Background: an optimization exercise with open tools, aiming at small area and a short achievable clock period. Do not read the settings as production practice.
The RTL was checked by simulation tests, not by an equivalence proof against the original design.
Power figures rest on the tool's default switching activity, not on a simulated workload.

==> flow/design.v (excerpt) <==
module rc4_cipher_buffer #(
   parameter  int DATA_W = 8,
   parameter  int DEPTH  = 256,
   localparam int ADDR_W = $clog2(DEPTH)
) (
   input  logic              clk,
   input  logic              rst,
   input  logic              flush,
   input  logic              wr_valid,
   input  logic [DATA_W-1:0] wr_data,
   input  logic              rd_start,
   input  logic              rd_ready,
   output logic              rd_valid,
   output logic [DATA_W-1:0] rd_data,
   output logic              rd_last,
   output logic [ADDR_W:0]   frame_len,
   output logic              busy,
   output logic              overflow,
   output logic              wr_drop,
   output logic [1:0]        o_dbg_state
);
   localparam int OFF_W = 2;
   localparam int COL_W = (ADDR_W - OFF_W) / 2;
   localparam int ROW_W = ADDR_W - OFF_W - COL_W;
   localparam int NOFF  = 1 << OFF_W;
   localparam int NCOL  = 1 << COL_W;
   localparam int NROW  = 1 << ROW_W;
   localparam logic [1:0] S_IDLE    = 2'd0;
   localparam logic [1:0] S_CAPTURE = 2'd1;
   localparam logic [1:0] S_HOLD    = 2'd2;
   localparam logic [1:0] S_REPLAY  = 2'd3;
   localparam logic [ADDR_W:0] DEPTH_L = (ADDR_W+1)'(DEPTH);
   logic [DEPTH*DATA_W-1:0] r_ring;
   logic [1:0]        r_state;
   logic [ADDR_W:0]   r_count;
   logic [ADDR_W:0]   r_frame_len;
   logic              r_overflow;
   logic              r_wr_drop;
   logic [ADDR_W-1:0] r_phase;
   logic [NOFF-1:0]   r_q_off;
   logic [NCOL-1:0]   r_q_col;
   logic [NROW-1:0]   r_q_row;
   logic [NROW-1:0]   r_q_rowl;     
   logic [DATA_W-1:0] r_tap_dly [NOFF];   
   logic              r_prime;      
   logic [ADDR_W-1:0] r_rem;        
   logic              r_rem_zero;   
   logic              r_rd_valid;
   logic              r_rd_last;
   logic [DATA_W-1:0] r_rd_data;
   logic              w_cap_start;
   logic              w_wr_en;
   logic              w_rep_start;
   logic              w_fetch;
   logic              w_fetch_last;
   logic              w_xfer_last;
   logic [ADDR_W-1:0] w_phase_nxt;
  ...
Size: roughly 2,900 cells after synthesis, about 2,200 flip-flops, ~38 I/O pins, roughly 48,000 um^2 of cells after synthesis.
==> flow/config.mk <==
export PLATFORM = sky130hd
export DESIGN_NAME = rc4_cipher_buffer
export DESIGN_NICKNAME = rc4_cipher_buffer
export VERILOG_FILES = /design/flow/design.v
export SDC_FILE = /design/flow/constraint.sdc
export NUM_CORES = 4
export LEC_CHECK = 0
export CAP_MARGIN = 20
export CORE_MARGIN = 2
export CORE_UTILIZATION = 70
export SETUP_SLACK_MARGIN = 2.2
export SLEW_MARGIN = 20
==> flow/constraint.sdc <==
create_clock -name core_clock -period 4.2 [get_ports {clk}]
set_input_delay 0.8400 -clock core_clock [delete_from_list [all_inputs] [get_ports {clk}]]
set_output_delay 0.8400 -clock core_clock [all_outputs]
set_load 0.01 [all_outputs]
standard.sh (not shown) runs the stock make flow with config.mk's settings and CLKGATE_MAP_FILE= SYNTH_SCRIPT=/design/flow/synth_recipe.tcl, a recipe that flattens the netlist after the stock synthesis.
==> flow/flow/run.sh <==
#!/bin/bash
DU="sky130_fd_sc_hd__probe_p_8 sky130_fd_sc_hd__probec_p_8 sky130_fd_sc_hd__lpflow_bleeder_1"
DU="$DU sky130_fd_sc_hd__lpflow_clkbufkapwr_1 sky130_fd_sc_hd__lpflow_clkbufkapwr_16 sky130_fd_sc_hd__lpflow_clkbufkapwr_2"
DU="$DU sky130_fd_sc_hd__lpflow_clkbufkapwr_4 sky130_fd_sc_hd__lpflow_clkbufkapwr_8"
DU="$DU sky130_fd_sc_hd__lpflow_clkinvkapwr_1 sky130_fd_sc_hd__lpflow_clkinvkapwr_16 sky130_fd_sc_hd__lpflow_clkinvkapwr_2"
DU="$DU sky130_fd_sc_hd__lpflow_clkinvkapwr_4 sky130_fd_sc_hd__lpflow_clkinvkapwr_8"
DU="$DU sky130_fd_sc_hd__lpflow_decapkapwr_12 sky130_fd_sc_hd__lpflow_decapkapwr_3 sky130_fd_sc_hd__lpflow_decapkapwr_4"
DU="$DU sky130_fd_sc_hd__lpflow_decapkapwr_6 sky130_fd_sc_hd__lpflow_decapkapwr_8"
DU="$DU sky130_fd_sc_hd__lpflow_inputiso0n_1 sky130_fd_sc_hd__lpflow_inputiso0p_1 sky130_fd_sc_hd__lpflow_inputiso1n_1"
DU="$DU sky130_fd_sc_hd__lpflow_inputiso1p_1 sky130_fd_sc_hd__lpflow_inputisolatch_1"
DU="$DU sky130_fd_sc_hd__lpflow_isobufsrc_1 sky130_fd_sc_hd__lpflow_isobufsrc_16 sky130_fd_sc_hd__lpflow_isobufsrc_2"
DU="$DU sky130_fd_sc_hd__lpflow_isobufsrc_4 sky130_fd_sc_hd__lpflow_isobufsrc_8 sky130_fd_sc_hd__lpflow_isobufsrckapwr_16"
DU="$DU sky130_fd_sc_hd__lpflow_lsbuf_lh_hl_isowell_tap_1 sky130_fd_sc_hd__lpflow_lsbuf_lh_hl_isowell_tap_2"
DU="$DU sky130_fd_sc_hd__lpflow_lsbuf_lh_hl_isowell_tap_4 sky130_fd_sc_hd__lpflow_lsbuf_lh_isowell_4"
DU="$DU sky130_fd_sc_hd__lpflow_lsbuf_lh_isowell_tap_1 sky130_fd_sc_hd__lpflow_lsbuf_lh_isowell_tap_2"
DU="$DU sky130_fd_sc_hd__lpflow_lsbuf_lh_isowell_tap_4"
DU="$DU sky130_fd_sc_hd__clkdlybuf4s15_1 sky130_fd_sc_hd__clkdlybuf4s15_2 sky130_fd_sc_hd__clkdlybuf4s18_1"
DU="$DU sky130_fd_sc_hd__clkdlybuf4s18_2 sky130_fd_sc_hd__clkdlybuf4s25_1 sky130_fd_sc_hd__clkdlybuf4s25_2"
DU="$DU sky130_fd_sc_hd__clkdlybuf4s50_1 sky130_fd_sc_hd__clkdlybuf4s50_2 sky130_fd_sc_hd__dlygate4sd1_1"
DU="$DU sky130_fd_sc_hd__dlygate4sd2_1 sky130_fd_sc_hd__dlygate4sd3_1 sky130_fd_sc_hd__dlymetal6s2s_1"
DU="$DU sky130_fd_sc_hd__dlymetal6s4s_1 sky130_fd_sc_hd__dlymetal6s6s_1"
CTS="-sink_clustering_enable -repair_clock_nets -dont_use_dummy_load"
CTS="$CTS -sink_clustering_size 16 -sink_clustering_max_diameter 60 -sink_clustering_buffer sky130_fd_sc_hd__clkbuf_8"
bash standard.sh "DONT_USE_CELLS=$DU" "CTS_ARGS=$CTS" MATCH_CELL_FOOTPRINT=0 finish > standard.log 2>&1
Rerun with:
--- a/flow/flow/run.sh
+++ b/flow/flow/run.sh
@@ -22,3 +22,3 @@
 CTS="-sink_clustering_enable -repair_clock_nets -dont_use_dummy_load"
-CTS="$CTS -sink_clustering_size 16 -sink_clustering_max_diameter 60 -sink_clustering_buffer sky130_fd_sc_hd__clkbuf_8"
+CTS="$CTS -sink_clustering_size 24 -sink_clustering_max_diameter 80"
 bash standard.sh "DONT_USE_CELLS=$DU" "CTS_ARGS=$CTS" MATCH_CELL_FOOTPRINT=0 finish > standard.log 2>&1
--- a/flow/config.mk
+++ b/flow/config.mk
@@ -9,4 +9,4 @@
 export CORE_MARGIN = 2
-export CORE_UTILIZATION = 70
-export SETUP_SLACK_MARGIN = 2.2
+export CORE_UTILIZATION = 65
+export SETUP_SLACK_MARGIN = 2.5
 export SLEW_MARGIN = 20
What happened: Via count came out higher by 0.69%. Combinational power rises by 49%. Wire length climbs by 6.7%. Setup slack improves by 0.028 ns. Global-route usage shrinks by 0.80 points. Die area increases by 7.6%. Cell count increases by 3.1%. Synthesized cell count does not change. Total power grows by 2.5%. Cell area rose by 3.6%. Fmax goes up by 1.4%.
Rerun with:
--- a/flow/config.mk
+++ b/flow/config.mk
@@ -9,4 +9,4 @@
 export CORE_MARGIN = 2
-export CORE_UTILIZATION = 65
-export SETUP_SLACK_MARGIN = 2.5
+export CORE_UTILIZATION = 80
+export SETUP_SLACK_MARGIN = 2.3
 export SLEW_MARGIN = 20
Now the flow stopped in 5_1_grt on GRT-0232.
Synthesized area does not change.
Synthesized cell count is unchanged.
Rerun with:
--- a/flow/config.mk
+++ b/flow/config.mk
@@ -9,4 +9,4 @@
 export CORE_MARGIN = 2
-export CORE_UTILIZATION = 80
-export SETUP_SLACK_MARGIN = 2.3
+export CORE_UTILIZATION = 60
+export SETUP_SLACK_MARGIN = 2.0
 export SLEW_MARGIN = 20
The changed run finished clean.
Synthesized cell count is unchanged.
Synthesized area does not change.
Rerun with:
--- a/flow/config.mk
+++ b/flow/config.mk
@@ -7,6 +7,7 @@
 export LEC_CHECK = 0
+export ABC_AREA = 1
 export CAP_MARGIN = 20
 export CORE_MARGIN = 2
-export CORE_UTILIZATION = 60
-export SETUP_SLACK_MARGIN = 2.0
+export CORE_UTILIZATION = 70
+export SETUP_SLACK_MARGIN = 2.2
 export SLEW_MARGIN = 20
After rerunning: The new run produced a clean layout. Power is about the same. Area after synthesis is higher by 3.7%. Setup slack improved by 0.18 ns. Design area is higher by 3.3%. Die area is lower by about 11%. Global-route usage is higher by 4.2 points. Clock-buffer cell count stays the same. Via count is higher by about 14%.
Rerun with:
--- a/flow/config.mk
+++ b/flow/config.mk
@@ -7,3 +7,2 @@
 export LEC_CHECK = 0
-export ABC_AREA = 1
 export CAP_MARGIN = 20
@@ -11,3 +10,3 @@
 export CORE_UTILIZATION = 70
-export SETUP_SLACK_MARGIN = 2.2
+export SETUP_SLACK_MARGIN = 2.4
 export SLEW_MARGIN = 20
Effect: Worst setup slack got worse by 0.035 ns. Clock power hardly moves. Synthesized cell count came out lower by 23%. Power barely changes. Count of clock-buffer cells in the layout stays the same. Combinational power came out higher by 44%. Worst hold slack is about the same. Final area came out lower by 1.0%.

-- port drivers added, routing unchanged --
Ports are ideal in the flow. The routed layouts listed here were re-timed in OpenROAD. Step 1 assumes that a clkbuf_16 drives the clock port and a buf_2 every other input. Step 2 times the ports against the registers' clock, not the clock port: input delays grow and output delays shrink by t, the midpoint of the rising clock arrivals with the driver on. a / b / c = no drivers / after step 1 / after step 2; a / b = the first two.
| run | t (ns) | setup WS [ns] | worst setup path after step 2 | worst data-port slew with drivers (ns) |
|---|---|---|---|---|
| the first run | 0.742 | 2.172 / 2.108 / 1.624 | input to register | 0.05 |
| the second run | 0.716 | 2.201 / 2.150 / 1.630 | input to register | 0.04 |
| the fourth run | 0.711 | 2.040 / 1.985 / 1.542 | input to register | 0.11 |
| the fifth run | 0.705 | 2.217 / 2.150 / 1.741 | input to register | 0.10 |
| the sixth run | 0.706 | 2.182 / 2.118 / 1.609 | input to register | 0.09 |
After both steps setup and hold are still met in every run listed. The setup slack of the sixth run, which loses most, moves by -0.064 ns with the drivers and by -0.573 ns with both steps.
